Context: an optimization exercise on an open-source flow, tuned for small area, a short achievable clock period and few clock cycles. The choices shown serve that exercise and are no tape-out recipe. Only simulation tests tie the RTL to the original design; equivalence was not proved. Power figures rest on the tool's default switching activity, not on a simulated workload.

File: flow/design.v
`default_nettype none
package roc_pkg;
  localparam int unsigned AddrWidth = 32;
  localparam int unsigned DataWidth = 32;
  typedef logic [AddrWidth-1:0] addr_t;
  typedef logic [DataWidth-1:0] data_t;
endpackage
`default_nettype wire
`timescale 1ns/1ps
`default_nettype none
module roc_region_decode #(
  parameter int unsigned NrRegions = 2
) (
  input  wire logic                    enable_i,
  input  wire logic [NrRegions*64-1:0] regions_i,
  input  wire logic [31:0]             addr_i,
  output logic                         cacheable_o
);
  logic in_region;
  always_comb begin
    in_region = 1'b0;
    for (int unsigned i = 0; i < NrRegions; i++) begin
      if ((addr_i >= regions_i[i*64+32 +: 32]) &&
          (addr_i < regions_i[i*64 +: 32])) begin
        in_region = 1'b1;
      end
    end
  end
  assign cacheable_o = enable_i && in_region;
endmodule
`default_nettype wire
`timescale 1ns/1ps
`default_nettype none
module roc_line_store (
  input  wire logic        clk_i,
  input  wire logic        rst_n_i,
  input  wire logic [15:0] tag_sel_i,
  output logic             tag_valid_o,
  output logic [25:0]      tag_o,
  input  wire logic [15:0] data_sel_i,
  output logic [31:0]      data_o,
  input  wire logic        wr_i,
  input  wire logic [15:0] wr_sel_i,
  input  wire logic [25:0] wr_tag_i,
  input  wire logic [31:0] wr_data_i,
  input  wire logic        flush_i
);
  logic [25:0] tag_mem  [16];
  logic [31:0] data_mem [16];
  logic [15:0] valid_q;
  always_comb begin
    tag_valid_o = |(valid_q & tag_sel_i);
    tag_o       = '0;
    data_o      = '0;
    for (int unsigned k = 0; k < 16; k++) begin
      tag_o  = tag_o  | (tag_mem[k]  & {26{tag_sel_i[k]}});
      data_o = data_o | (data_mem[k] & {32{data_sel_i[k]}});
    end
  end
  always_ff @(posedge clk_i or negedge rst_n_i) begin
    if (!rst_n_i) begin
      valid_q <= '0;
    end else if (flush_i) begin
      valid_q <= '0;
    end else if (wr_i) begin
      valid_q <= valid_q | wr_sel_i;
    end
  end
  always_ff @(posedge clk_i) begin
    for (int unsigned k = 0; k < 16; k++) begin
      if (wr_i && wr_sel_i[k]) begin
        tag_mem[k]  <= wr_tag_i;
        data_mem[k] <= wr_data_i;
      end
    end
  end
endmodule
`default_nettype wire
`timescale 1ns/1ps
`default_nettype none
module roc_refill #(
  parameter int unsigned Depth = 4
) (
  input  wire logic        clk_i,
  input  wire logic        rst_n_i,
  input  wire logic        push_i,
  input  wire logic        push_hit_i,
  input  wire logic        push_issued_i,  
  output logic             early_ok_o,
  input  wire logic        early_i,
  input  wire logic [31:0] early_addr_i,
  input  wire logic        early_after_push_i,  
  input  wire logic        push_cacheable_i,
  input  wire logic [31:0] push_addr_i,
  input  wire logic [31:0] push_data_i,
  output logic             full_o,
  output logic             full_nx_o,
  output logic             empty_nx_o,
  input  wire logic        chk_c_i,
  input  wire logic [3:0]  chk_idx_i,
  output logic             chk_pending_o,
  output logic [32:0]      rsp_o,
  output logic             rsp_valid_o,
  input  wire logic        rsp_ready_i,
  output logic [31:0]      mem_addr_o,
  output logic             mem_req_valid_o,
  input  wire logic        mem_req_ready_i,
  input  wire logic [32:0] mem_rsp_i,
  input  wire logic        mem_rsp_valid_i,
  output logic             fill_o,
  output logic [15:0]      fill_sel_o,
  output logic [25:0]      fill_tag_o,
  output logic [31:0]      fill_data_o
);
  logic [Depth-1:0] vld_q;     
  logic [Depth-1:0] rdy_q;     
  logic [Depth-1:0] need_q;    
  logic [Depth-1:0] wait_q;    
  logic [Depth-1:0] c_q;       
  logic [Depth-1:0] err_q;
  logic [31:0]      d_q [Depth];
  logic [Depth-1:0] hd_q, tl_q, iss_q, fil_q;
  logic             rsp_v_q;
  logic [32:0]      rsp_q;
  logic             mem_v_q;
  logic [31:0]      mem_q;
  function automatic logic [Depth-1:0] rotl(input logic [Depth-1:0] v);
    rotl = {v[Depth-2:0], v[Depth-1]};
  endfunction
  function automatic logic [Depth-1:0] first_from(input logic [Depth-1:0] f,
                                                  input logic [Depth-1:0] p);
    logic [Depth-1:0] r;
    logic             found;
    r = '0;
    for (int unsigned s = 0; s < Depth; s++) begin
      found = 1'b0;
      for (int unsigned k = 0; k < Depth; k++) begin
        if (!found && f[(s + k) % Depth]) begin
          if (p[s]) r[(s + k) % Depth] = 1'b1;
          found = 1'b1;
        end
      end
    end
    first_from = r;
  endfunction
  logic             rsp_free, mem_free;
  logic             head_fill, pop, load_q, load_push, push_miss;
  logic [Depth-1:0] push_oh, pop_oh, iss_oh, fil_oh;
  logic [Depth-1:0] pend_nx;
  logic [32:0]      head;
  logic [31:0]      iss_addr;
  assign rsp_valid_o     = rsp_v_q;
  assign rsp_o           = rsp_q;
  assign mem_req_valid_o = mem_v_q;
  assign mem_addr_o      = mem_q;
  assign rsp_free = !rsp_v_q || rsp_ready_i;
  assign mem_free = !mem_v_q || mem_req_ready_i;
  always_comb begin
    head       = '0;
    iss_addr   = '0;
    fill_tag_o = '0;
    for (int unsigned i = 0; i < Depth; i++) begin
      if (hd_q[i])  head     = head | {d_q[i], err_q[i]};
      if (iss_q[i]) iss_addr = iss_addr | d_q[i];
      if (fil_q[i]) fill_tag_o = fill_tag_o | d_q[i][31:6];
    end
  end
  logic [Depth-1:0] fil_nx, fil_nx_f, fil_nx_n;
  logic [3:0]       fill_idx_q;
  logic             fill_c_q;
  logic [3:0]       fidx_f, fidx_n;
  logic             fc_f, fc_n;
  logic [Depth-1:0] fs_f, fs_n;
  logic             any_f, any_n;
  assign fs_f  = first_from((need_q | wait_q) & ~fil_q, fil_q);
  assign fs_n  = first_from(need_q | wait_q, fil_q);
  assign any_f = |((need_q | wait_q) & ~fil_q);
  assign any_n = |(need_q | wait_q);
  assign fil_nx_f = any_f ? fs_f : (push_i ? tl_q : fil_q);
  assign fil_nx_n = any_n ? fs_n : (push_i ? tl_q : fil_q);
  assign fil_nx   = mem_rsp_valid_i ? fil_nx_f : fil_nx_n;
  always_comb begin
    fidx_f = '0;
    fidx_n = '0;
    fc_f   = 1'b0;
    fc_n   = 1'b0;
    for (int unsigned i = 0; i < Depth; i++) begin
      if (fs_f[i]) begin
        fidx_f = fidx_f | d_q[i][5:2];
        fc_f   = fc_f | c_q[i];
      end
      if (fs_n[i]) begin
        fidx_n = fidx_n | d_q[i][5:2];
        fc_n   = fc_n | c_q[i];
      end
    end
    if (!any_f) begin
      fidx_f = push_addr_i[5:2];
      fc_f   = push_i && push_cacheable_i && !push_hit_i;
    end
    if (!any_n) begin
      fidx_n = push_addr_i[5:2];
      fc_n   = push_i && push_cacheable_i && !push_hit_i;
    end
  end
  always_ff @(posedge clk_i) begin
    fill_idx_q <= mem_rsp_valid_i ? fidx_f : fidx_n;
    fill_c_q   <= mem_rsp_valid_i ? fc_f : fc_n;
  end
  assign fill_o     = fill_c_q && mem_rsp_valid_i && !mem_rsp_i[0];
  assign fill_sel_o = 16'd1 << fill_idx_q;
  assign fill_data_o = mem_rsp_i[32:1];
  assign head_fill = mem_rsp_valid_i && |(hd_q & fil_q & wait_q);
  assign pop       = rsp_free && |(hd_q & vld_q) && (|(hd_q & rdy_q) || head_fill);
  assign push_miss = push_i && !push_hit_i;
  assign load_q    = mem_free && |(iss_q & need_q);
  assign load_push  = mem_free && ~|need_q && push_miss && !push_issued_i;
  assign early_ok_o = mem_free && ~|need_q;
  assign push_oh = push_i ? tl_q : '0;
  assign pop_oh  = pop ? hd_q : '0;
  assign iss_oh  = load_q ? iss_q : '0;
  assign fil_oh  = mem_rsp_valid_i ? fil_q : '0;
  logic             full_q;
  logic [Depth-1:0] vld_nx;
  logic [Depth-1:0] tl_nx;
  logic             rsp_v_nx;
  assign vld_nx   = (vld_q & ~pop_oh) | push_oh;
  assign tl_nx    = push_i ? rotl(tl_q) : tl_q;
  assign rsp_v_nx = rsp_free ? pop : rsp_v_q;
  assign full_o    = full_q;
  assign full_nx_o = |(tl_nx & vld_nx);
  assign empty_nx_o = ~|vld_nx && !rsp_v_nx;
  assign pend_nx = ((need_q | wait_q) & c_q & ~fil_oh);
  always_comb begin
    chk_pending_o = 1'b0;
    for (int unsigned i = 0; i < Depth; i++) begin
      if (pend_nx[i] && (d_q[i][5:2] == chk_idx_i)) chk_pending_o = 1'b1;
    end
    if (push_miss && push_cacheable_i && (push_addr_i[5:2] == chk_idx_i)) chk_pending_o = 1'b1;
    chk_pending_o = chk_pending_o && chk_c_i;
  end
  always_ff @(posedge clk_i or negedge rst_n_i) begin
    if (!rst_n_i) begin
      vld_q   <= '0;
      rdy_q   <= '0;
      need_q  <= '0;
      wait_q  <= '0;
      hd_q    <= Depth'(1);
      tl_q    <= Depth'(1);
      iss_q   <= Depth'(1);
      fil_q   <= Depth'(1);
      rsp_v_q <= 1'b0;
      mem_v_q <= 1'b0;
      full_q  <= 1'b0;
    end else begin
      full_q  <= full_nx_o;
      vld_q   <= vld_nx;
      rdy_q   <= ((rdy_q | fil_oh) & ~pop_oh & ~push_oh) | (push_hit_i ? push_oh : '0);
      need_q  <= (need_q & ~iss_oh) | ((push_miss && !load_push && !push_issued_i) ? push_oh : '0);
      wait_q  <= (wait_q & ~fil_oh) | iss_oh | ((load_push || (push_miss && push_issued_i)) ? push_oh : '0);
      if (pop)    hd_q <= rotl(hd_q);
      tl_q    <= tl_nx;
      iss_q   <= (|(need_q & ~iss_oh)) ? first_from(need_q & ~iss_oh, iss_q)
                                       : (push_i ? tl_q : iss_q);
      fil_q   <= fil_nx;
      rsp_v_q <= rsp_v_nx;
      if (mem_free) mem_v_q <= load_q || load_push || early_i;
    end
  end
  always_ff @(posedge clk_i) begin
    for (int unsigned i = 0; i < Depth; i++) begin
      if (fil_oh[i]) begin
        d_q[i]   <= mem_rsp_i[32:1];
        err_q[i] <= mem_rsp_i[0];
      end
      if (push_oh[i]) begin
        d_q[i]   <= push_hit_i ? push_data_i : push_addr_i;
        err_q[i] <= 1'b0;
        c_q[i]   <= push_cacheable_i && !push_hit_i;
      end
    end
    if (pop) begin
      rsp_q <= head_fill ? mem_rsp_i : head;
    end
    if (load_q) begin
      mem_q <= iss_addr;
    end else if (mem_free && ~|need_q) begin
      mem_q <= early_after_push_i ? push_addr_i : early_addr_i;
    end
  end
endmodule
`default_nettype wire
`timescale 1ns/1ps
`default_nettype none
module roc_top #(
  parameter int unsigned LineCount = 16,
  parameter int unsigned NrRegions = 2,
  parameter int unsigned Depth     = 6
) (
  input  wire logic                              clk_i,
  input  wire logic                              rst_n_i,
  input  wire logic                              enable_i,
  input  wire logic [NrRegions*64-1:0]           regions_i,
  input  wire logic [31:0]                       req_i,
  input  wire logic                              req_valid_i,
  output logic                                   req_ready_o,
  output logic [32:0]                            rsp_o,
  output logic                                   rsp_valid_o,
  input  wire logic                              rsp_ready_i,
  output logic [31:0]                            mem_addr_o,
  output logic                                   mem_req_valid_o,
  input  wire logic                              mem_req_ready_i,
  input  wire logic [32:0]                       mem_rsp_i,
  input  wire logic                              mem_rsp_valid_i,
  input  wire logic                              flush_valid_i,
  output logic                                   flush_ready_o
);
  logic        cacheable;
  logic        s1_v_q;
  logic [31:0] s1_addr_q;
  logic [15:0] s1_sel_q;
  logic        s1_lv_q;
  logic [25:0] s1_ltag_q;
  logic        s1_c_q;
  logic        s1_move;
  logic        s2_v_q;
  logic [31:0] s2_addr_q;
  logic [15:0] s2_sel_q;
  logic        s2_c_q;
  logic        s2_hit_q;
  logic        s2_iss_q;
  logic        early_ok;
  logic        early;
  logic        s1_hit_nx;
  logic        s2_move;
  logic        rd_valid;
  logic [25:0] rd_tag;
  logic [31:0] rd_data;
  logic        hit;
  logic        s2_pend_q;
  logic        pend_nx;
  logic        q_full;
  logic        q_empty_nx;
  logic        idle_q;
  logic        fill;
  logic [15:0] fill_sel;
  logic        q_full_nx;
  logic        ready_q;
  logic [25:0] fill_tag;
  logic [31:0] fill_data;
  logic        flush;
  roc_region_decode #(
    .NrRegions ( NrRegions )
  ) i_region_decode (
    .enable_i    ( enable_i  ),
    .regions_i   ( regions_i ),
    .addr_i      ( req_i     ),
    .cacheable_o ( cacheable )
  );
  assign s2_move     = s2_v_q && !q_full && !s2_pend_q;
  assign s1_move     = s1_v_q && (!s2_v_q || s2_move);
  assign req_ready_o = ready_q;
  logic s1_v_nx;
  logic s2_v_nx;
  assign s1_v_nx = req_ready_o ? req_valid_i : s1_v_q;
  assign s2_v_nx = (!s2_v_q || s2_move) ? s1_v_q : s2_v_q;
  always_ff @(posedge clk_i or negedge rst_n_i) begin
    if (!rst_n_i) begin
      ready_q <= 1'b1;
    end else begin
      ready_q <= !(s1_v_nx && s2_v_nx && (q_full_nx || pend_nx));
    end
  end
  always_ff @(posedge clk_i or negedge rst_n_i) begin
    if (!rst_n_i) begin
      s1_v_q <= 1'b0;
      s2_v_q <= 1'b0;
    end else begin
      s1_v_q <= s1_v_nx;
      s2_v_q <= s2_v_nx;
    end
  end
  always_ff @(posedge clk_i or negedge rst_n_i) begin
    if (!rst_n_i) begin
      s2_pend_q <= 1'b0;
    end else begin
      s2_pend_q <= pend_nx;
    end
  end
  logic [15:0] req_sel;
  assign req_sel = 16'd1 << req_i[5:2];
  always_ff @(posedge clk_i) begin
    if (req_ready_o && req_valid_i) begin
      s1_addr_q <= req_i;
      s1_sel_q  <= req_sel;
      s1_c_q    <= cacheable;
    end
    if (s1_move) begin
      s2_addr_q <= s1_addr_q;
      s2_sel_q  <= s1_sel_q;
      s2_c_q    <= s1_c_q;
    end
  end
  logic s1_fupd_q;
  logic s1_fhit_q;
  logic req_fill;
  logic s1_fill;
  assign req_fill = fill && |(fill_sel & req_sel);
  assign s1_fill  = fill && |(fill_sel & s1_sel_q);
  always_ff @(posedge clk_i or negedge rst_n_i) begin
    if (!rst_n_i) begin
      s1_fupd_q <= 1'b0;
    end else if (req_ready_o && req_valid_i) begin
      s1_fupd_q <= req_fill;
    end else if (s1_fill) begin
      s1_fupd_q <= 1'b1;
    end
  end
  always_ff @(posedge clk_i) begin
    if (req_ready_o && req_valid_i) begin
      s1_lv_q   <= rd_valid;
      s1_ltag_q <= rd_tag;
      s1_fhit_q <= (fill_tag == req_i[31:6]);
    end else if (s1_fill) begin
      s1_fhit_q <= (fill_tag == s1_addr_q[31:6]);
    end
  end
  logic s1_hit;
  logic s1_fill_hit;
  logic s2_fill_hit;
  assign s1_hit      = s1_c_q && (s1_fupd_q ? s1_fhit_q
                                            : (s1_lv_q && (s1_ltag_q == s1_addr_q[31:6])));
  assign s1_fill_hit = s1_c_q && (fill_tag == s1_addr_q[31:6]);
  assign s2_fill_hit = s2_c_q && (fill_tag == s2_addr_q[31:6]);
  assign s1_hit_nx = s1_fill ? s1_fill_hit : s1_hit;
  assign early = s1_move && !s1_fill && !s1_hit && early_ok && !q_full_nx && !pend_nx &&
                 !(s2_v_q && (s2_pend_q || (!s2_hit_q && !s2_iss_q)));
  always_ff @(posedge clk_i) begin
    if (s1_move) begin
      s2_iss_q <= early;
    end
  end
  always_ff @(posedge clk_i) begin
    if (s1_move) begin
      s2_hit_q <= s1_hit_nx;
    end else if (fill && |(fill_sel & s2_sel_q)) begin
      s2_hit_q <= s2_fill_hit;
    end
  end
  roc_line_store i_line_store (
    .clk_i       ( clk_i          ),
    .rst_n_i     ( rst_n_i        ),
    .tag_sel_i   ( req_sel        ),
    .tag_valid_o ( rd_valid       ),
    .tag_o       ( rd_tag         ),
    .data_sel_i  ( s2_sel_q       ),
    .data_o      ( rd_data        ),
    .wr_i        ( fill           ),
    .wr_sel_i    ( fill_sel       ),
    .wr_tag_i    ( fill_tag       ),
    .wr_data_i   ( fill_data      ),
    .flush_i     ( flush          )
  );
  assign hit = s2_hit_q;
  roc_refill #(
    .Depth ( Depth )
  ) i_refill (
    .clk_i            ( clk_i           ),
    .rst_n_i          ( rst_n_i         ),
    .push_i           ( s2_move         ),
    .push_hit_i       ( hit             ),
    .push_issued_i    ( s2_iss_q        ),
    .early_ok_o       ( early_ok        ),
    .early_i          ( early           ),
    .early_addr_i     ( s1_addr_q       ),
    .early_after_push_i ( s2_v_q && !s2_hit_q && !s2_iss_q ),
    .push_cacheable_i ( s2_c_q          ),
    .push_addr_i      ( s2_addr_q       ),
    .push_data_i      ( rd_data         ),
    .full_o           ( q_full          ),
    .full_nx_o        ( q_full_nx       ),
    .empty_nx_o       ( q_empty_nx      ),
    .chk_c_i          ( s1_move ? s1_c_q : s2_c_q ),
    .chk_idx_i        ( s1_move ? s1_addr_q[5:2] : s2_addr_q[5:2] ),
    .chk_pending_o    ( pend_nx         ),
    .rsp_o            ( rsp_o           ),
    .rsp_valid_o      ( rsp_valid_o     ),
    .rsp_ready_i      ( rsp_ready_i     ),
    .mem_addr_o       ( mem_addr_o      ),
    .mem_req_valid_o  ( mem_req_valid_o ),
    .mem_req_ready_i  ( mem_req_ready_i ),
    .mem_rsp_i        ( mem_rsp_i       ),
    .mem_rsp_valid_i  ( mem_rsp_valid_i ),
    .fill_o           ( fill            ),
    .fill_sel_o       ( fill_sel        ),
    .fill_tag_o       ( fill_tag        ),
    .fill_data_o      ( fill_data       )
  );
  always_ff @(posedge clk_i or negedge rst_n_i) begin
    if (!rst_n_i) begin
      idle_q <= 1'b0;
    end else begin
      idle_q <= !s1_v_nx && !s2_v_nx && q_empty_nx;
    end
  end
  assign flush_ready_o = idle_q;
  assign flush         = flush_valid_i && flush_ready_o;
endmodule
`default_nettype wire
File: flow/config.mk
export PLATFORM = sky130hd
export DESIGN_NAME = roc_top
export DESIGN_NICKNAME = roc_top
export VERILOG_FILES = /design/flow/design.v
export SDC_FILE = /design/flow/constraint.sdc
export NUM_CORES = 4
export LEC_CHECK = 0
export CAP_MARGIN = 20
export CORE_MARGIN = 2
export CORE_UTILIZATION = 65
export CTS_BUF_LIST = sky130_fd_sc_hd__clkbuf_8
export PLACE_DENSITY = 0.75
export SETUP_SLACK_MARGIN = 2.5
export SLEW_MARGIN = 20
File: flow/run.sh
#!/bin/bash
# synth_recipe.tcl (not shown) runs the flow's synth.tcl, then flattens the netlist and writes it again
# the make line also repeats each setting of config.mk as NAME=value (left out here)
make -C /OpenROAD-flow-scripts/flow DESIGN_CONFIG=/design/flow/config.mk WORK_HOME=/design/flow/orfs CLKGATE_MAP_FILE= SYNTH_SCRIPT=/design/flow/synth_recipe.tcl finish
File: flow/constraint.sdc
create_clock -name core_clock -period 5.0 [get_ports {clk_i}]
set_input_delay 1.0000 -clock core_clock [delete_from_list [all_inputs] [get_ports {clk_i}]]
set_output_delay 1.0000 -clock core_clock [all_outputs]
set_load 0.01 [all_outputs]
==> results of run 1 <==
==> worst paths after layout <==
kind | endpoint | startpoint
setup / recovery | s2_hit_q$_DFFE_PP_ | i_refill.fil_q[2]$_DFF_PN0_
hold / removal | i_refill.fil_q[4]$_DFF_PN0_ | rst_n_i
setup reg to reg | s2_hit_q$_DFFE_PP_ | i_refill.fil_q[2]$_DFF_PN0_
hold reg to reg | s2_sel_q[3]$_DFFE_PP_ | s1_sel_q[3]$_DFFE_PP_
max in group asynchronous | i_refill.fil_q[3]$_DFF_PN0_ | rst_n_i
min in group core_clock | s1_addr_q[0]$_DFFE_PP_ | req_i[0]
==> power by group through the flow <==
stage          clock network [mW]  logic, mW  registers, mW
2_1_floorplan                   0      0.846           13.4
3_3_place_gp                    0       1.71           13.4
3_5_place_dp                    0       1.74           13.4
4_1_cts                      8.92       1.82           13.2
5_1_grt                      9.42       2.09           13.2
6_report                     8.97       2.01           13.2
==> logic make-up (layout without fill, tap and decap cells) <==
family	after synthesis	count (layout)	share of synthesized area [%]
adders and majority gates	126	126	2.60
AOI/OAI and AO/OA	1415	1415	17.2
DFF	1403	1403	68.8
and+or+nand+nor	815	817	6.42
other	0	3	0
xor gates and xnor gates	132	132	1.91
muxes	16	16	0.341
buffers and inverters	433	1121	2.71
==> per-stage QoR <==
step	total power, mW	hold slack (ns)	setup WS (ns)	cell area, µm²	cells
2_1_floorplan	14.2	0.418	1.16	60700	4340
3_3_place_gp	15.2	0.435	1.05	65500	5754
3_5_place_dp	15.2	0.438	1.01	65500	5755
4_1_cts	23.9	0.243	2.30	70800	6222
5_1_grt	24.7	0.306	2.24	72200	6273
6_report	24.2	0.251	2.19	72200	6276
==> critical path, cell delays in order, from the launching register on <==
cell and delay (ns):
dfrtp_4 0.55, buf_6 0.17, buf_4 0.15, a22oi_1 0.22, nand3_2 0.16, buf_12 0.17, xnor2_4 0.19, nand4_1 0.17
nor4_4 0.26, nand4_1 0.38, o221ai_1 0.19
==> registers in the layout, summed over array words and instances (netlist names), 26 cells and up <==
name / cells
i_refill.d_q: 192
s2_addr_q: 32
s1_ltag_q: 26
s1_addr_q: 32
i_line_store.data_mem: 512
i_refill.rsp_q: 33
i_line_store.tag_mem: 416
i_refill.mem_q: 32
==> cells in the mapped netlist, drive strengths merged (5+ instances only) <==
| cell | n | area share [%] |
|---|---|---|
| dfxtp | 12 | 0.40 |
| nand3 | 52 | 0.43 |
| a221o | 6 | 0.099 |
| nor2 | 120 | 0.75 |
| o2111ai | 5 | 0.072 |
| a31oi | 78 | 0.81 |
| nand4 | 97 | 1.0 |
| clkbuf | 234 | 1.5 |
| dfrtp | 68 | 2.8 |
| nor2b | 42 | 0.43 |
| inv | 159 | 0.99 |
| nand2 | 345 | 2.1 |
| o22ai | 10 | 0.10 |
| o21ai | 293 | 2.4 |
| xnor2 | 45 | 0.65 |
| buf | 37 | 0.26 |
| a221oi | 280 | 4.1 |
| a211oi | 39 | 0.49 |
| a21o | 42 | 0.52 |
| or2 | 8 | 0.083 |
| a22oi | 227 | 2.8 |
| o211ai | 10 | 0.17 |
| nor3 | 25 | 0.21 |
| xor2 | 87 | 1.3 |
| a22o | 275 | 4.0 |
| nand4b | 5 | 0.072 |
| o2bb2ai | 5 | 0.072 |
| a2111oi | 6 | 0.087 |
| dfstp | 5 | 0.22 |
| ha | 126 | 2.6 |
| o21a | 24 | 0.30 |
| nand2b | 20 | 0.21 |
| o21bai | 6 | 0.074 |
| and2 | 7 | 0.072 |
| a21oi | 74 | 0.61 |
| and3 | 40 | 0.41 |
| edfxtp | 1318 | 65 |
| mux2i | 9 | 0.15 |
| a222oi | 6 | 0.099 |
| nor4 | 35 | 0.36 |
==> cells in the final DEF, fill, tap and decap left out, types with 66 or more instances in the layout <==
cell / Yosys / layout
nand2_1: 345 / 326
edfxtp_1: 1318 / 1318
ha_1: 126 / 118
nand4_1: 97 / 97
buf_4: 0 / 198
a31oi_1: 78 / 77
nor2_1: 119 / 92
a22oi_1: 227 / 206
o21ai_0: 292 / 253
clkdlybuf4s50_1: 0 / 161
xor2_1: 87 / 87
a221oi_1: 280 / 267
buf_2: 7 / 66
clkbuf_8: 0 / 220
a22o_1: 275 / 275
inv_1: 159 / 227
==> per-layer routing <==
layer  vias up  routed length (µm)
met2      4767               94200
li1      18500                   -
met4         8               15200
met3      1039               39800
met5         -                 219
met1     22100               70800
==> timing repair <==
item | CTS | global route
endpoints found under the hold margin | 0 | 0
setup endpoints to repair | 1206 | 660
cloned | 3 | 7
hold buffers | 0 | 0
pin swaps | 34 | 83
resized for setup | 543 | 227
buffers inserted | 79 | 44
==> cell type report <==
| type | count | area share, % |
|---|---|---|
| clock buffers | 218 | 4.16 |
| diodes | 3 | 0.0104 |
| flip-flops and latches | 1403 | 57.7 |
| well taps | 1243 | 2.15 |
| multi-input cells | 2506 | 26.0 |
| clock inverters | 167 | 1.32 |
| inverters | 162 | 0.854 |
| repair buffers | 574 | 7.82 |
==> impl_metrics.toml, run 1 <==
[run_status]
status = "finished clean"

[routing]
avgViaCountPerCell = 7.40
wl_per_cell_um = 35.1
final_antenna_net_count = 0
wl_mm = 220
drt_iter0_markers = 8665
drc = 0
first_pass_iters = 10
dr_total_vias = 46500

[floorplan]
initial_utilization_pct = 65.9
die_h_um = 309
num_rows = 111
num_io_pins = 270
die-area_mm2 = 0.0956
core-area_mm2 = 0.0919
fp.dieW_um = 309

[setup_path]
r2r_slack_ns = 2.19
worstSetupEndpointType = "flip-flop"
arrival_ns = 3.55
reg2regPathDepth = 10
cp_max_fo = 3
critPathKind = "flip-flop to flip-flop"
start_kind = "flip-flop"
required_ns = 5.74

[finish]
area_delta_synth_final_pct = 19.3
register_area_mm2 = 0.0417
post-route-util_pct = 78.5
drive_gt1_share_pct = 18.3
multi_input_area_mm2 = 0.0187
fill_cells = 5355
fin_nets = 5185

[yosys]
yosysWarningCount = 7
ys_seq_area_share_pct = 68.8
synth-seq-cells = 1403
synth_area_per_cell_um2 = 14.0
synth_fp_nets = 4667
synth_area_mm2 = 0.0605
synth_edf_count = 1318
async_flop_share_pct = 5.20
synth_cell_type_count = 81
synth_cells = 4340
ys.flop_type = "edfxtp_1"

[power]
combPwrFrac_pct = 8.3
power.internal_mw = 18.2
p_clk_share_pct = 37.1
power_leakage_nw = 26.5
p_switching_mw = 6.02
switching_share_pct = 24.9
p_per_area_mw_per_mm2 = 335
seqPwrFrac_pct = 54.6
ir_drop_mv = 0.289

[sta]
period_minus_slack_ns = 2.81
slew_headroom_pct = 23.2
skew_ns = 0.0659
setup_violations = 0
final_hold_viol_count = 0
finalSetupTns_ns = 0
finalMaxSlewViolations = 0
fin_crit_sh_pct = 56.1
worst_slew_pin_slew_ns = 1.15
rsz0062_at_grt = "yes"
fmax_mhz = 356

[global_route]
top_usage_layer = "met2"
antenna_found_initial = 4
met2_usage_pct = 65.2
gr-usage-met3_pct = 17.4
grt_pass1_wl_mm = 302
grt_max_degree = 74
grt_pass1_vias = 43700
use_met1_pct = 58.1
track_usage_pct = 44.8
gr-total-overflow = 0

[placement]
hpwl_mm = 127
place_congestion = 0.991
port_buffers = 269

[clocking]
clk_latency_ns = 0.97
cts_tree = "done"
clkSinkCount = 1403
clkTransAtPathRegs_ns = 0.08
numCtsBuffers = 211
cts_max_path_buffers = 3
cts_root_buf = "clkbuf_8"
cts_htree_levels = 4

[run]
cap_violations = 0

[worst_hold_path]
min_path_type = "input port to asynchronous set/reset pin"
Testbench counts, summed over its fixed seeds: cycles 18,054.
==> run 2, diff against run 1 <==
--- a/flow/design.v
+++ b/flow/design.v
@@ -158,18 +158,14 @@
   always_comb begin
     head       = '0;
     iss_addr   = '0;
-    fill_tag_o = '0;
     for (int unsigned i = 0; i < Depth; i++) begin
       if (hd_q[i])  head     = head | {d_q[i], err_q[i]};
       if (iss_q[i]) iss_addr = iss_addr | d_q[i];
-      if (fil_q[i]) fill_tag_o = fill_tag_o | d_q[i][31:6];
     end
   end
   logic [Depth-1:0] fil_nx, fil_nx_f, fil_nx_n;
   logic [3:0]       fill_idx_q;
   logic             fill_c_q;
-  logic [3:0]       fidx_f, fidx_n;
-  logic             fc_f, fc_n;
   logic [Depth-1:0] fs_f, fs_n;
   logic             any_f, any_n;
   assign fs_f  = first_from((need_q | wait_q) & ~fil_q, fil_q);
@@ -179,33 +175,36 @@
   assign fil_nx_f = any_f ? fs_f : (push_i ? tl_q : fil_q);
   assign fil_nx_n = any_n ? fs_n : (push_i ? tl_q : fil_q);
   assign fil_nx   = mem_rsp_valid_i ? fil_nx_f : fil_nx_n;
+  logic [Depth-1:0] fs;
+  logic             any;
+  logic [3:0]       fidx_nx;
+  logic [25:0]      ftag_nx;
+  logic             fc_nx;
+  logic [25:0]      fill_tag_q;
+  assign fs  = mem_rsp_valid_i ? fs_f : fs_n;
+  assign any = mem_rsp_valid_i ? any_f : any_n;
   always_comb begin
-    fidx_f = '0;
-    fidx_n = '0;
-    fc_f   = 1'b0;
-    fc_n   = 1'b0;
+    fidx_nx = '0;
+    ftag_nx = '0;
+    fc_nx   = 1'b0;
     for (int unsigned i = 0; i < Depth; i++) begin
-      if (fs_f[i]) begin
-        fidx_f = fidx_f | d_q[i][5:2];
-        fc_f   = fc_f | c_q[i];
+      if (fs[i]) begin
+        fidx_nx = fidx_nx | d_q[i][5:2];
+        ftag_nx = ftag_nx | d_q[i][31:6];
+        fc_nx   = fc_nx | c_q[i];
       end
-      if (fs_n[i]) begin
-        fidx_n = fidx_n | d_q[i][5:2];
-        fc_n   = fc_n | c_q[i];
-      end
-    end
-    if (!any_f) begin
-      fidx_f = push_addr_i[5:2];
-      fc_f   = push_i && push_cacheable_i && !push_hit_i;
     end
-    if (!any_n) begin
-      fidx_n = push_addr_i[5:2];
-      fc_n   = push_i && push_cacheable_i && !push_hit_i;
+    if (!any) begin
+      fidx_nx = push_addr_i[5:2];
+      ftag_nx = push_addr_i[31:6];
+      fc_nx   = push_i && push_cacheable_i && !push_hit_i;
     end
   end
+  assign fill_tag_o = fill_tag_q;
   always_ff @(posedge clk_i) begin
-    fill_idx_q <= mem_rsp_valid_i ? fidx_f : fidx_n;
-    fill_c_q   <= mem_rsp_valid_i ? fc_f : fc_n;
+    fill_tag_q <= ftag_nx;
+    fill_idx_q <= fidx_nx;
+    fill_c_q   <= fc_nx;
   end
   assign fill_o     = fill_c_q && mem_rsp_valid_i && !mem_rsp_i[0];
   assign fill_sel_o = 16'd1 << fill_idx_q;
==> run 2 against run 1 <==
Effect of this change: non-clock buffer count is 64 higher; clock power grew 3.1%; core utilization increased by 0.38 points; flip-flop and latch count grew 26; critical path depth down 9; largest cell class unchanged.
==> impl_metrics.toml, run 2 <==
[floorplan]
num_io_pins = 270
initial_utilization_pct = 65.5
core-area_mm2 = 0.0932
die-area_mm2 = 0.0964
fp.dieW_um = 311
die_h_um = 311
num_rows = 112

[routing]
avgViaCountPerCell = 7.50
dr_total_vias = 48000
wl_mm = 232
drt_iter0_markers = 9074
drc = 0
final_antenna_net_count = 0
first_pass_iters = 22
wl_per_cell_um = 36.2

[sta]
slew_headroom_pct = 21.6
skew_ns = 0.0693
fmax_mhz = 372
finalMaxSlewViolations = 0
rsz0062_at_grt = "yes"
fin_hold_ws_ns = 0.0428
worst_slew_pin_slew_ns = 1.17
final_hold_viol_count = 0
period_minus_slack_ns = 2.69
fin_crit_sh_pct = 53.7
setup_violations = 0
finalSetupTns_ns = 0

[global_route]
grt_pass1_vias = 45900
grt_pass1_wl_mm = 318
grt_max_degree = 74
track_usage_pct = 46.3
antenna_found_initial = 12
gr-total-overflow = 0

[finish]
mostFrequentLayoutCell = "edfxtp_1"
fill_cells = 5345
layout_common_cells = "1318 x edfxtp_1, 335 x nand2_1, 278 x a221oi_1, 273 x a22o_1, 247 x buf_4"
top_regs = "i_line_store.data_mem: 512 flops, i_line_store.tag_mem: 416 flops, i_refill.d_q: 192 flops"
largest_reg_flops = 512
finalNonFillerCells = 6396
post-route-util_pct = 78.9
fin_nets = 5274
largest_register = "i_line_store.data_mem"
drive_gt1_share_pct = 18.6
area_delta_synth_final_pct = 20.4

[yosys]
synth_fp_nets = 4701
yosys-top-cells-area = "edfxtp_1 65%, a221oi_1 4.3%, a22o_1 3.9%"
synth_area_per_cell_um2 = 14.0
synth_cells = 4374
synth-seq-cells = 1429
yosysTopAreaCellShare_pct = 64.8
yosysWarningCount = 7
synth_area_mm2 = 0.0611
ys_seq_area_share_pct = 69.1
synth_cell_type_count = 76
synth_edf_count = 1318
ys_top_cells_by_count = "1318 x edfxtp_1, 350 x nand2_1, 302 x a221oi_1, 287 x o21ai_0, 274 x a22o_1"
yosys.area.top_type = "edfxtp_1"
async_flop_share_pct = 5.11
ys.flop_type = "edfxtp_1"
yosysMostFrequentCell = "edfxtp_1"

[clocking]
clkTransAtPathRegs_ns = 0.06
cts_tree = "done"
ctsHoldBuffers = 0
cts_htree_levels = 4
cts_max_path_buffers = 3
cts_root_buf = "clkbuf_8"
numCtsBuffers = 215
clk_latency_ns = 0.98
clkSinkCount = 1429

[power]
p_per_area_mw_per_mm2 = 349
power_mw = 25.7
power_leakage_nw = 26.5
ir_drop_mv = 0.291

[setup_path]
crit_path_max_incr_delay_ns = 0.59
path_cells = "buf_6"
cp_max_fo = 2
arrival_ns = 1.69
start_kind = "flip-flop"
path_buf_inv = 1
crit_family = "flip-flops"
required_ns = 4.00
worstSetupEndpointType = "output port"
critPathKind = "flip-flop to output port"
critical_path.slowest_cell = "dfstp_2"

[placement]
port_buffers = 269
hpwl_mm = 130
dp.cells = 5795
place_congestion = 0.974

[worst_hold_path]
min_path_type = "input port to asynchronous set/reset pin"

[run_status]
status = "finished clean"

[run]
cap_violations = 0
## run 2: cell count changes in the layout (fill, tap and decap cells not counted), sizes merged, moves of 19 or more
cell,delta
buf,+54
nand3,-30
a31oi,+28
dfxtp,+26
a22oi,-25
clkinv,+23
a221oi,+22
xor2,-21
xnor2,+19
## run 2: power by group
part	internal (mW)	total [mW]	switching, mW	leakage [nW]
clock network	4.48	9.25	4.77	2.35
registers	13.5	13.9	0.356	13.2
logic	0.894	2.55	1.66	11.0
## run 2: worst paths after layout
path / startpoint / end / slack [ns] / cells past startpoint
max: ready_q$_DFF_PN1_ / req_ready_o / 2.31 / 1
min: rst_n_i / i_refill.iss_q[3]$_DFFE_PN0P_ / 0.04 / 1
max reg2reg: i_refill.need_q[0]$_DFF_PN0_ / i_refill.fill_tag_q[14]$_DFF_P_ / 2.34 / 11
min reg2reg: s1_sel_q[6]$_DFFE_PP_ / s2_sel_q[6]$_DFFE_PP_ / 0.44 / 0
max in group asynchronous: rst_n_i / i_refill.hd_q[5]$_DFFE_PN0P_ / 4.30 / 1
min in group core_clock: s1_sel_q[6]$_DFFE_PP_ / s2_sel_q[6]$_DFFE_PP_ / 0.44 / 0
## run 2: metal layers
metal	wire length, µm	track usage (%)
met1	72800	58.4
met5	294	1.83
met4	17500	27.3
met3	43800	20.6
met2	97300	66.2
## run 2: cell type report
cell class	count	area, µm²	area share [%]
Clock buffer	217	2990	4.06
Timing Repair Buffer	638	6530	8.88
Inverter	158	613	0.834
Multi-Input combinational cell	2505	18500	25.2
Antenna cell	9	22.5	0.0306
Sequential cell	1429	42200	57.4
Tap cell	1254	1570	2.13
Clock inverter	186	1100	1.50
## run 2: logic make-up (layout without fill, tap and decap cells)
kind of cell,after synthesis,count (layout),share of synthesized area [%]
buffers and inverters,443,1199,2.75
AOI/OAI and AO/OA,1432,1432,17.2
DFF,1429,1429,69.1
muxes,20,20,0.367
xor gates and xnor gates,130,130,1.86
adders and majority gates,126,126,2.58
and+or+nand+nor,794,797,6.14
other,0,9,0
## run 2: stage by stage
stage	cell area, µm²	setup slack, ns
CTS	71700	2.32
global placement	66300	1.13
detailed placement	66300	1.11
global route	73500	2.31
floorplan	61300	1.51
finish	73500	2.31
## run 2: what timing repair did
item                                    4_1_cts  5_1_grt
gates resized for setup                     447      238
setup buffers                                90       74
gates cloned                                 11       14
endpoints found under the setup margin     1309      546
pin swaps                                    24       86
Testbench counts of run 2, summed over its fixed seeds: cycles 18,054.
==> run 3, diff against run 2 <==
--- a/flow/config.mk
+++ b/flow/config.mk
@@ -7,8 +7,7 @@
 export LEC_CHECK = 0
 export CAP_MARGIN = 20
 export CORE_MARGIN = 2
-export CORE_UTILIZATION = 65
-export CTS_BUF_LIST = sky130_fd_sc_hd__clkbuf_8
-export PLACE_DENSITY = 0.75
+export CORE_UTILIZATION = 50
+export PLACE_DENSITY = 0.65
 export SETUP_SLACK_MARGIN = 2.5
 export SLEW_MARGIN = 20
==> run 3 against run 2 <==
Effect of this change: synthesized area stayed put; worst setup slack gained 0.089 ns; highest routed layer unchanged; total power up 5.0%; first-iteration DRC count down 19%; critical endpoint is now i_refill.mem_q[16]$_DFFE_PP_; critical path type is now flip-flop to flip-flop; via count shrank 6.2%; clock power grew 16%; critical path depth is 6 higher.
==> impl_metrics.toml, run 3 <==
[run_status]
status = "finished clean"

[sta]
fmax_mhz = 385
setup_violations = 0
rsz0062_at_grt = "yes"
worst_slew_pin_slew_ns = 1.16
finalSetupTns_ns = 0
finalMaxSlewViolations = 0
final_hold_viol_count = 0
skew_ns = 0.0348
fin_ws_ns = 2.40
fin_hold_ws_ns = 0.133
fin_crit_sh_pct = 51.9
slew_headroom_pct = 22.2
period_minus_slack_ns = 2.60

[clocking]
clkSinkCount = 1429
clk_latency_ns = 0.78
cts_root_buf = "clkbuf_16"
cts_tree = "done"
cts_max_path_buffers = 3
clkTransAtPathRegs_ns = 0.06
ctsHoldBuffers = 0
cts_htree_levels = 4
numCtsBuffers = 148

[power]
p_per_area_mw_per_mm2 = 368
power_leakage_nw = 25.7
ir_drop_mv = 0.333
power_mw = 27.0

[run]
cap_violations = 0

[finish]
multi_input_area_mm2 = 0.0186
finalNonFillerCells = 6511
mostFrequentLayoutCell = "edfxtp_1"
post-route-util_pct = 60.3
largest_register = "i_line_store.data_mem"
register_area_mm2 = 0.0422
area_delta_synth_final_pct = 20.0
layout_common_cells = "1318 x edfxtp_1, 336 x nand2_1, 301 x a221oi_1, 274 x a22o_1, 242 x o21ai_0"
fin_nets = 5097
top_regs = "i_line_store.data_mem: 512 flops, i_line_store.tag_mem: 416 flops, i_refill.d_q: 192 flops"
drive_gt1_share_pct = 14.6
design_area_mm2 = 0.0732
fill_cells = 9264
largest_reg_flops = 512

[global_route]
grt_pass1_vias = 43100
grt_max_degree = 67
gr-total-overflow = 0
grt_pass1_wl_mm = 310
track_usage_pct = 34.5
antenna_found_initial = 6

[routing]
final_antenna_net_count = 0
avgViaCountPerCell = 6.91
dr_total_vias = 45000
wl_per_cell_um = 33.9
first_pass_iters = 8
wl_mm = 220
drt_iter0_markers = 7321
drc = 0

[yosys]
synth_area_mm2 = 0.0611
ys_seq_area_share_pct = 69.1
yosysWarningCount = 7
synth_fp_nets = 4701
ys.flop_type = "edfxtp_1"
yosys-top-cells-area = "edfxtp_1 65%, a221oi_1 4.3%, a22o_1 3.9%"
ys_top_cells_by_count = "1318 x edfxtp_1, 350 x nand2_1, 302 x a221oi_1, 287 x o21ai_0, 274 x a22o_1"
synth-seq-cells = 1429
yosysMostFrequentCell = "edfxtp_1"
synth_cell_type_count = 76
async_flop_share_pct = 5.11
synth_edf_count = 1318
yosysTopAreaCellShare_pct = 64.8
synth_area_per_cell_um2 = 14.0
synth_cells = 4374
yosys.area.top_type = "edfxtp_1"

[floorplan]
initial_utilization_pct = 50.2
num_rows = 128
die_h_um = 353
die-area_mm2 = 0.125
core-area_mm2 = 0.122
num_io_pins = 270
fp.dieW_um = 353

[setup_path]
arrival_ns = 3.09
path_cells = "a22oi_1, nand2_1, a221oi_4, nor2_4, buf_4, a211oi_1, a31oi_1"
required_ns = 5.49
crit_path_max_incr_delay_ns = 0.60
reg2regPathDepth = 7
critical_path.slowest_cell = "dfrtp_1"
start_kind = "flip-flop"
critPathKind = "flip-flop to flip-flop"
cp_max_fo = 17
worstSetupEndpointType = "flip-flop"

[placement]
dp.cells = 6145
port_buffers = 269
place_area_mm2 = 0.0664
place_congestion = 0.969
place_ws_ns = 1.11
hpwl_mm = 125

[worst_hold_path]
min_path_type = "input port to asynchronous set/reset pin"
==> run 3: cell counts after synthesis <==
Identical to the previous run, type by type.
==> run 3: kinds of logic (layout without fill, tap and decap cells) <==
kind of cell | count (synthesis) | after routing | share of synthesized area (%)
XOR/XNOR | 130 | 130 | 1.86
multiplexers | 20 | 20 | 0.367
buffers and inverters | 443 | 944 | 2.75
AO/OA/AOI/OAI | 1432 | 1433 | 17.2
adder cells (fa/ha/maj) | 126 | 126 | 2.58
flip-flops | 1429 | 1429 | 69.1
AND/OR/NAND/NOR | 794 | 797 | 6.14
other | 0 | 7 | 0
==> run 3: area by class of cell <==
class / instances / area share (%)
sequential: 1429 / 57.6
clock inverter: 65 / 0.851
timing repair buffer: 527 / 7.12
tap: 1625 / 2.78
antenna: 7 / 0.0239
multi-input combinational: 2506 / 25.4
clock buffer: 194 / 5.39
inverter: 158 / 0.828
==> run 3: critical path: cells and delay by family, from the launching register on <==
family                 cells  cell delay (ns)
AO/OA/AOI/OAI              4             0.77
buffers and inverters      1             0.37
flip-flops                 1             0.60
AND/OR/NAND/NOR            2             0.56
==> run 3: power by group <==
group	total [mW]	switching (mW)	internal, mW	leakage, nW
Combinational	2.45	1.57	0.882	10.3
Sequential	13.9	0.353	13.5	13.2
Clock	10.7	4.62	6.03	2.22
Total	27.0	6.55	20.4	25.7
==> run 3: final timing paths <==
kind,startpoint,endpoint,slack [ns]
min in group core_clock,s1_sel_q[9]$_DFFE_PP_,s2_sel_q[9]$_DFFE_PP_,0.44
setup reg to reg,i_refill.need_q[5]$_DFF_PN0_,i_refill.mem_q[16]$_DFFE_PP_,2.40
hold reg to reg,s1_sel_q[9]$_DFFE_PP_,s2_sel_q[9]$_DFFE_PP_,0.44
max in group asynchronous,rst_n_i,i_refill.full_q$_DFF_PN0_,3.77
hold / removal,rst_n_i,i_refill.iss_q[5]$_DFFE_PN0P_,0.13
setup / recovery,i_refill.need_q[5]$_DFF_PN0_,i_refill.mem_q[16]$_DFFE_PP_,2.40
==> run 3: what timing repair did <==
item | in CTS | in global routing
gates resized for setup | 284 | 224
buffers inserted | 51 | 35
gates cloned | 9 | 5
pin swaps | 33 | 71
setup endpoints to repair | 1514 | 451
==> run 3: per-layer routing <==
| layer | track usage [%] | routed length (µm) | vias up | share of wire (%) |
|---|---|---|---|---|
| met1 | 45.7 | 78800 | 22200 | 36 |
| met5 | 0 | 32 | - | 0.015 |
| met4 | 18.5 | 14100 | 6 | 6.4 |
| met3 | 8.60 | 29300 | 803 | 13 |
| li1 | - | - | 18400 | - |
| met2 | 52.6 | 98200 | 3621 | 45 |
==> run 4, diff against run 3 <==
--- a/flow/config.mk
+++ b/flow/config.mk
@@ -9,5 +9,5 @@
 export CORE_MARGIN = 2
 export CORE_UTILIZATION = 50
 export PLACE_DENSITY = 0.65
-export SETUP_SLACK_MARGIN = 2.5
+export SETUP_SLACK_MARGIN = 2.7
 export SLEW_MARGIN = 20
==> run 4 against run 3 <==
Effect of this change: critical path type is now input port to flip-flop; global-route usage rose by 1.3 points; sequential share of layout area fell by 3.4 points; clock-buffer cell count did not move; synthesized area did not move; clock skew fell by 0.00071 ns; clock power barely moved; worst hold slack got worse by 0.00059 ns.
==> impl_metrics.toml, run 4 <==
[setup_path]
r2r_end = "i_refill.fill_tag_q[25]$_DFF_P_"
start_kind = "input port"
critPathKind = "input port to flip-flop"
crit_path_max_incr_delay_ns = 0.67
arrival_ns = 3.05
cp_max_fo = 17
worstSetupEndpointType = "flip-flop"
reg2regPathDepth = 10
reg2reg_from = "i_refill.need_q[0]$_DFF_PN0_"
r2r_slack_ns = 2.40
path_cells = "clkdlybuf4s50_1, nor2b_4, nor2_4, buf_12, a211oi_1, a31oi_1"
critical_path.slowest_cell = "a31oi_1"
required_ns = 5.45

[sta]
slew_headroom_pct = 22.1
skew_ns = 0.0341
fin_crit_sh_pct = 52.0
setup_violations = 0
worst_slew_pin_slew_ns = 1.17
period_minus_slack_ns = 2.60
finalSetupTns_ns = 0
fmax_mhz = 384
rsz0062_at_grt = "yes"
final_hold_viol_count = 0
finalMaxSlewViolations = 0

[clocking]
cts_root_buf = "clkbuf_16"
clkTransAtPathRegs_ns = 0.06
cts_htree_levels = 4
cts_tree = "done"
numCtsBuffers = 148
cts_max_path_buffers = 3
clk_latency_ns = 0.77
clkSinkCount = 1429

[global_route]
gr-usage-met3_pct = 9.54
grt_pass1_vias = 44100
grt_max_degree = 67
gr-total-overflow = 0
track_usage_pct = 35.7
met2_usage_pct = 54.0
use_met1_pct = 46.8
antenna_found_initial = 10
grt_pass1_wl_mm = 321
top_usage_layer = "met2"

[power]
ir_drop_mv = 0.333
p_per_area_mw_per_mm2 = 352
power_leakage_nw = 27.7

[yosys]
synth_cell_type_count = 76
yosysMostFrequentCell = "edfxtp_1"
yosys-top-cells-area = "edfxtp_1 65%, a221oi_1 4.3%, a22o_1 3.9%"
synth_edf_count = 1318
yosys.area.top_type = "edfxtp_1"
yosysWarningCount = 7
ys_seq_area_share_pct = 69.1
ys_top_cells_by_count = "1318 x edfxtp_1, 350 x nand2_1, 302 x a221oi_1, 287 x o21ai_0, 274 x a22o_1"
synth_fp_nets = 4701
synth-seq-cells = 1429
synth_area_mm2 = 0.0611
ys.flop_type = "edfxtp_1"
synth_area_per_cell_um2 = 14.0
yosysTopAreaCellShare_pct = 64.8
async_flop_share_pct = 5.11
synth_cells = 4374

[routing]
wl_per_cell_um = 35.5
wl_mm = 237
dr_total_vias = 47000
final_antenna_net_count = 0
drc = 0
drt_iter0_markers = 8219
avgViaCountPerCell = 7.03
first_pass_iters = 10

[floorplan]
num_rows = 128
initial_utilization_pct = 50.2
core-area_mm2 = 0.122
die_h_um = 353
fp.dieW_um = 353
die-area_mm2 = 0.125
num_io_pins = 270

[placement]
port_buffers = 269
place_congestion = 0.969
hpwl_mm = 125
place_area_mm2 = 0.0664

[run]
cap_violations = 0

[finish]
fill_cells = 8590
layout_common_cells = "1318 x edfxtp_1, 326 x nand2_1, 274 x a22o_1, 246 x buf_4, 222 x a221oi_1"
area_delta_synth_final_pct = 27.6
fin_nets = 5267
top_regs = "i_line_store.data_mem: 512 flops, i_line_store.tag_mem: 416 flops, i_refill.d_q: 192 flops"
design_area_mm2 = 0.0779
largest_register = "i_line_store.data_mem"
largest_reg_flops = 512
mostFrequentLayoutCell = "edfxtp_1"
drive_gt1_share_pct = 26.5

[worst_hold_path]
min_path_type = "input port to asynchronous set/reset pin"

[run_status]
status = "finished clean"
-- run 4: timing repair --
item | CTS | global route
gates cloned | 25 | 22
resized for setup | 867 | 682
endpoints found under the setup margin | 1647 | 687
buffers inserted | 138 | 85
pin swaps | 134 | 275
hold endpoints to repair | 0 | 0
hold buffers | 0 | 0
-- run 4: power breakdown --
| group | internal [mW] | total, mW | switching [mW] | leakage (nW) |
|---|---|---|---|---|
| Combinational | 1.11 | 2.91 | 1.80 | 12.3 |
| Clock | 6.03 | 10.7 | 4.63 | 2.22 |
| Sequential | 13.5 | 13.9 | 0.365 | 13.2 |
| Total | 20.7 | 27.4 | 6.80 | 27.7 |
-- run 4: cell type report --
cell class | instances | area [µm²] | area share, %
flip-flops and latches | 1429 | 42200 | 54.2
multi-input cells | 2510 | 21000 | 27.0
repair buffers | 693 | 7400 | 9.50
clock buffers | 194 | 3950 | 5.07
well taps | 1625 | 2030 | 2.61
clock inverters | 65 | 623 | 0.800
inverters | 158 | 623 | 0.800
diodes | 7 | 17.5 | 0.0225
-- run 4: kinds of logic after synthesis --
group / Yosys count / share of synthesized area (%)
flops: 1429 / 69.1
simple gates: 794 / 6.14
fa+ha+maj: 126 / 2.58
xor+xnor: 130 / 1.86
buf+inv: 443 / 2.75
mux: 20 / 0.367
compound gates: 1432 / 17.2
-- run 4: critical path: cells and delay by family --
family / cells / cell delay, ns
AOI/OAI and AO/OA: 2 / 0.73
buffers and inverters: 2 / 0.78
and+or+nand+nor: 2 / 0.53
-- run 4: how the worst max path moves through the flow --
stage                                             from                               endpoint
after floorplan                           mem_rsp_i[0]  i_line_store.data_mem[2][0]$_DFFE_PP_
after global placement                 mem_rsp_valid_i         i_refill.fill_tag_q[6]$_DFF_P_
after detailed placement                      req_i[5]                       s1_c_q$_DFFE_PP_
after CTS                            ready_q$_DFF_PN1_                            req_ready_o
after global routing      i_refill.need_q[0]$_DFF_PN0_        i_refill.fill_tag_q[25]$_DFF_P_
final                                  mem_req_ready_i            i_refill.mem_q[0]$_DFFE_PP_
-- run 4: layer usage --
| metal | wire length (µm) | up-vias |
|---|---|---|
| met5 | 224 | - |
| met4 | 16700 | 12 |
| met3 | 34400 | 981 |
| met2 | 104000 | 4045 |
| met1 | 81400 | 23200 |
| li1 | - | 18700 |
-- run 4: through the flow --
step | power, mW | instances | util (%) | setup WS, ns | hold WS, ns
after floorplan | 15.1 | 4374 | - | 1.51 | 0.418
after global placement | 16.2 | 6144 | 54.6 | 1.16 | 0.434
after detailed placement | 16.2 | 6145 | 54.6 | 1.11 | 0.438
after CTS | 27.0 | 6567 | 61.2 | 2.51 | 0.121
after global routing | 28.0 | 6677 | 64.1 | 2.40 | 0.152
final | 27.4 | 6681 | 64.1 | 2.40 | 0.133
==> run 5, diff against run 4 <==
--- a/flow/config.mk
+++ b/flow/config.mk
@@ -7,7 +7,7 @@
 export LEC_CHECK = 0
 export CAP_MARGIN = 20
 export CORE_MARGIN = 2
-export CORE_UTILIZATION = 50
-export PLACE_DENSITY = 0.65
-export SETUP_SLACK_MARGIN = 2.7
+export CORE_UTILIZATION = 40
+export PLACE_DENSITY = 0.6
+export SETUP_SLACK_MARGIN = 2.5
 export SLEW_MARGIN = 20
==> run 5 against run 4 <==
Effect of this change: wire length fell by 0.89%; largest cell class unchanged; via count fell by 2.6%; synthesized cell count did not move; non-clock buffer count fell by 84; largest power group unchanged; final area fell by 3.5%.
==> impl_metrics.toml, run 5 <==
[clocking]
cts_htree_levels = 4
clkSinkCount = 1429
cts_root_buf = "clkbuf_16"
clkTransAtPathRegs_ns = 0.07
cts_max_path_buffers = 3
clk_latency_ns = 0.82
cts_tree = "done"
numCtsBuffers = 149
ctsHoldBuffers = 0

[power]
power_leakage_nw = 26.4
seqPwrFrac_pct = 50.8
p_clk_share_pct = 39.8
power.internal_mw = 20.4
combPwrFrac_pct = 9.4
p_switching_mw = 6.81
p_per_area_mw_per_mm2 = 362
ir_drop_mv = 0.408
power_mw = 27.3
switching_share_pct = 25.0

[routing]
avgViaCountPerCell = 6.53
wl_mm = 235
drt_iter0_markers = 7310
final_antenna_net_count = 0
highest_layer = "met5"
wl_met1_mm = 86.1
wl_met3_mm = 30.9
first_pass_iters = 9
drc = 0
wl_per_cell_um = 33.5
wl_met2_mm = 103
dr_total_vias = 45800

[floorplan]
core-area_mm2 = 0.152
num_rows = 143
die_h_um = 395
fp.dieW_um = 395
num_io_pins = 270
initial_utilization_pct = 40.2
die-area_mm2 = 0.156

[sta]
skew_ns = 0.0607
period_minus_slack_ns = 2.73
rsz0062_at_grt = "yes"
fin_hold_ws_ns = 0.225
finalMaxSlewViolations = 0
worst_slew_pin_slew_ns = 1.10
finalSetupTns_ns = 0
setup_violations = 0
fmax_mhz = 366
fin_crit_sh_pct = 54.6
slew_headroom_pct = 26.4
final_hold_viol_count = 0

[setup_path]
critPathKind = "flip-flop to flip-flop"
critical_path.slowest_cell = "edfxtp_1"
cp_max_fo = 2
required_ns = 5.69
cpMostUsedCell = "nand4_1"
path_cells = "xnor2_1, nand4_1, nor4_2, a32o_2, nand2_1, nand4_1, a2111oi_4, buf_4, nand3b_1"
path_buf_inv = 1
start_kind = "flip-flop"
crit_family = "simple AND/OR/NAND/NOR gates"
crit_path_max_incr_delay_ns = 0.49
worstSetupEndpointType = "flip-flop"
r2r_slack_ns = 2.27
arrival_ns = 3.42

[yosys]
synth_area_mm2 = 0.0611
yosysWarningCount = 7
yosysTopAreaCellShare_pct = 64.8
synth_fp_nets = 4701
yosys-top-cells-area = "edfxtp_1 65%, a221oi_1 4.3%, a22o_1 3.9%"
synth_edf_count = 1318
ys_seq_area_share_pct = 69.1
ys_top_cells_by_count = "1318 x edfxtp_1, 350 x nand2_1, 302 x a221oi_1, 287 x o21ai_0, 274 x a22o_1"
synth-seq-cells = 1429
async_flop_share_pct = 5.11
synth_cell_type_count = 76
yosysMostFrequentCell = "edfxtp_1"
ys.flop_type = "edfxtp_1"
synth_cells = 4374
yosys.area.top_type = "edfxtp_1"
synth_area_per_cell_um2 = 14.0

[finish]
drive_gt1_share_pct = 17.2
layout_common_cells = "1318 x edfxtp_1, 328 x nand2_1, 288 x a221oi_1, 274 x a22o_1, 241 x o21ai_0"
finalNonFillerCells = 7008
fin_nets = 5184
largest_reg_flops = 512
top_regs = "i_line_store.data_mem: 512 flops, i_line_store.tag_mem: 416 flops, i_refill.d_q: 192 flops"
largest_register = "i_line_store.data_mem"
area_delta_synth_final_pct = 23.2
post-route-util_pct = 49.6
mostFrequentLayoutCell = "edfxtp_1"

[run]
cap_violations = 0

[global_route]
track_usage_pct = 28.9
gr-total-overflow = 0
grt_pass1_wl_mm = 323
grt_pass1_vias = 43900
grt_max_degree = 74
antenna_found_initial = 9

[placement]
port_buffers = 269
place_congestion = 0.932
dp.cells = 6565
hpwl_mm = 130

[worst_hold_path]
min_path_type = "input port to asynchronous set/reset pin"

[run_status]
status = "finished clean"
-- run 5: power groups by stage --
| stage | clock (mW) | combinational [mW] | sequential (mW) |
|---|---|---|---|
| floorplan | 0 | 1.08 | 14.0 |
| global placement | 0 | 2.14 | 14.1 |
| detailed placement | 0 | 2.17 | 14.1 |
| CTS | 10.9 | 2.33 | 13.8 |
| global route | 11.4 | 2.67 | 13.9 |
| finish | 10.9 | 2.56 | 13.8 |
-- run 5: layout make-up --
type                    count  area (µm²)
clock inverters            85         852
inverters                 158         619
clock buffers             186        3870
repair buffers            609        6220
fillers                 13000       76500
diodes                      1        2.50
well taps                2030        2540
multi-input cells        2510       18900
flip-flops and latches   1429       42200
-- run 5: timing repair --
item                        CTS  global route
gates resized for setup     398           248
setup buffers                87            60
hold endpoints to repair      0             0
setup endpoints to repair  1615           550
cloned                       15             9
pin swaps                    53            75
-- run 5: per-layer routing --
metal  up-vias  global-route usage [%]
li1      18500                       -
met1     22800                    37.6
met2      3613                    44.2
met3       797                    8.14
met4        10                    14.6
met5         -                       0
-- run 5: worst reg2reg max path, delay by kind of cell, from the launching register on --
family / cells / cell delay (ns)
flops: 1 / 0.49
buf+inv: 1 / 0.18
xor+xnor: 1 / 0.33
compound gates: 2 / 0.37
simple gates: 5 / 1.25
-- run 5: worst paths after layout --
path,endpoint,start,cells past startpoint
min in group core_clock,s1_addr_q[0]$_DFFE_PP_,req_i[0],1
max in group asynchronous,s2_pend_q$_DFF_PN0_,rst_n_i,1
min,i_refill.wait_q[2]$_DFF_PN0_,rst_n_i,1
max,i_refill.mem_v_q$_DFFE_PN0P_,s1_addr_q[8]$_DFFE_PP_,9
min reg2reg,s2_sel_q[5]$_DFFE_PP_,s1_sel_q[5]$_DFFE_PP_,0
max reg2reg,i_refill.mem_v_q$_DFFE_PN0P_,s1_addr_q[8]$_DFFE_PP_,9
-- run 5: kinds of logic after synthesis --
| group | Yosys count | share of synthesized area [%] |
|---|---|---|
| AO/OA/AOI/OAI | 1432 | 17.2 |
| XOR/XNOR | 130 | 1.86 |
| AND/OR/NAND/NOR | 794 | 6.14 |
| adder cells (fa/ha/maj) | 126 | 2.58 |
| multiplexers | 20 | 0.367 |
| flip-flops | 1429 | 69.1 |
| buffers and inverters | 443 | 2.75 |
-- run 5: stage by stage --
stage | worst slack (ns) | instance area (µm²)
finish | 2.27 | 75200
global route | 2.28 | 75200
CTS | 2.41 | 73700
detailed placement | 0.715 | 67100
global placement | 0.722 | 67100
floorplan | 1.51 | 61300

-- what the ideal ports hide --
How much do the figures lean on ideal ports? The routed layouts below were timed once more, with nothing changed but the port constraints.
Step 1: set_driving_cell puts a clkbuf_16 on clk_i and a buf_2 on each other input, an assumption about the parent block.
Step 2 also shifts input and output timing later by t, the mid clock arrival at the registers, as if the neighbouring blocks saw the same clock.
Three values: no drivers, after step 1, after step 2; two values: the first two.
run	t, ns	setup WS [ns]	hold slack, ns	latest minus earliest clock arrival (ns)	worst slew at a driven data input, ns
run 1	0.996	2.193 / 2.193 / 1.463	0.251 / 0.216 / 0.456	0.072 / 0.072	0.06
run 2	1.013	2.314 / 2.245 / 1.482	0.043 / 0.019 / 0.440	0.069 / 0.070	0.10
run 3	0.839	2.403 / 2.403 / 1.702	0.133 / 0.078 / 0.443	0.037 / 0.037	0.15
run 4	0.841	2.398 / 2.398 / 1.618	0.133 / 0.073 / 0.454	0.037 / 0.037	0.15
run 5	0.885	2.270 / 2.270 / 1.529	0.225 / 0.173 / 0.450	0.071 / 0.071	0.11
After both steps setup and hold are still met in every run listed. The setup slack of run 2, which loses most, moves by -0.069 ns with the drivers and by -0.832 ns with both steps.
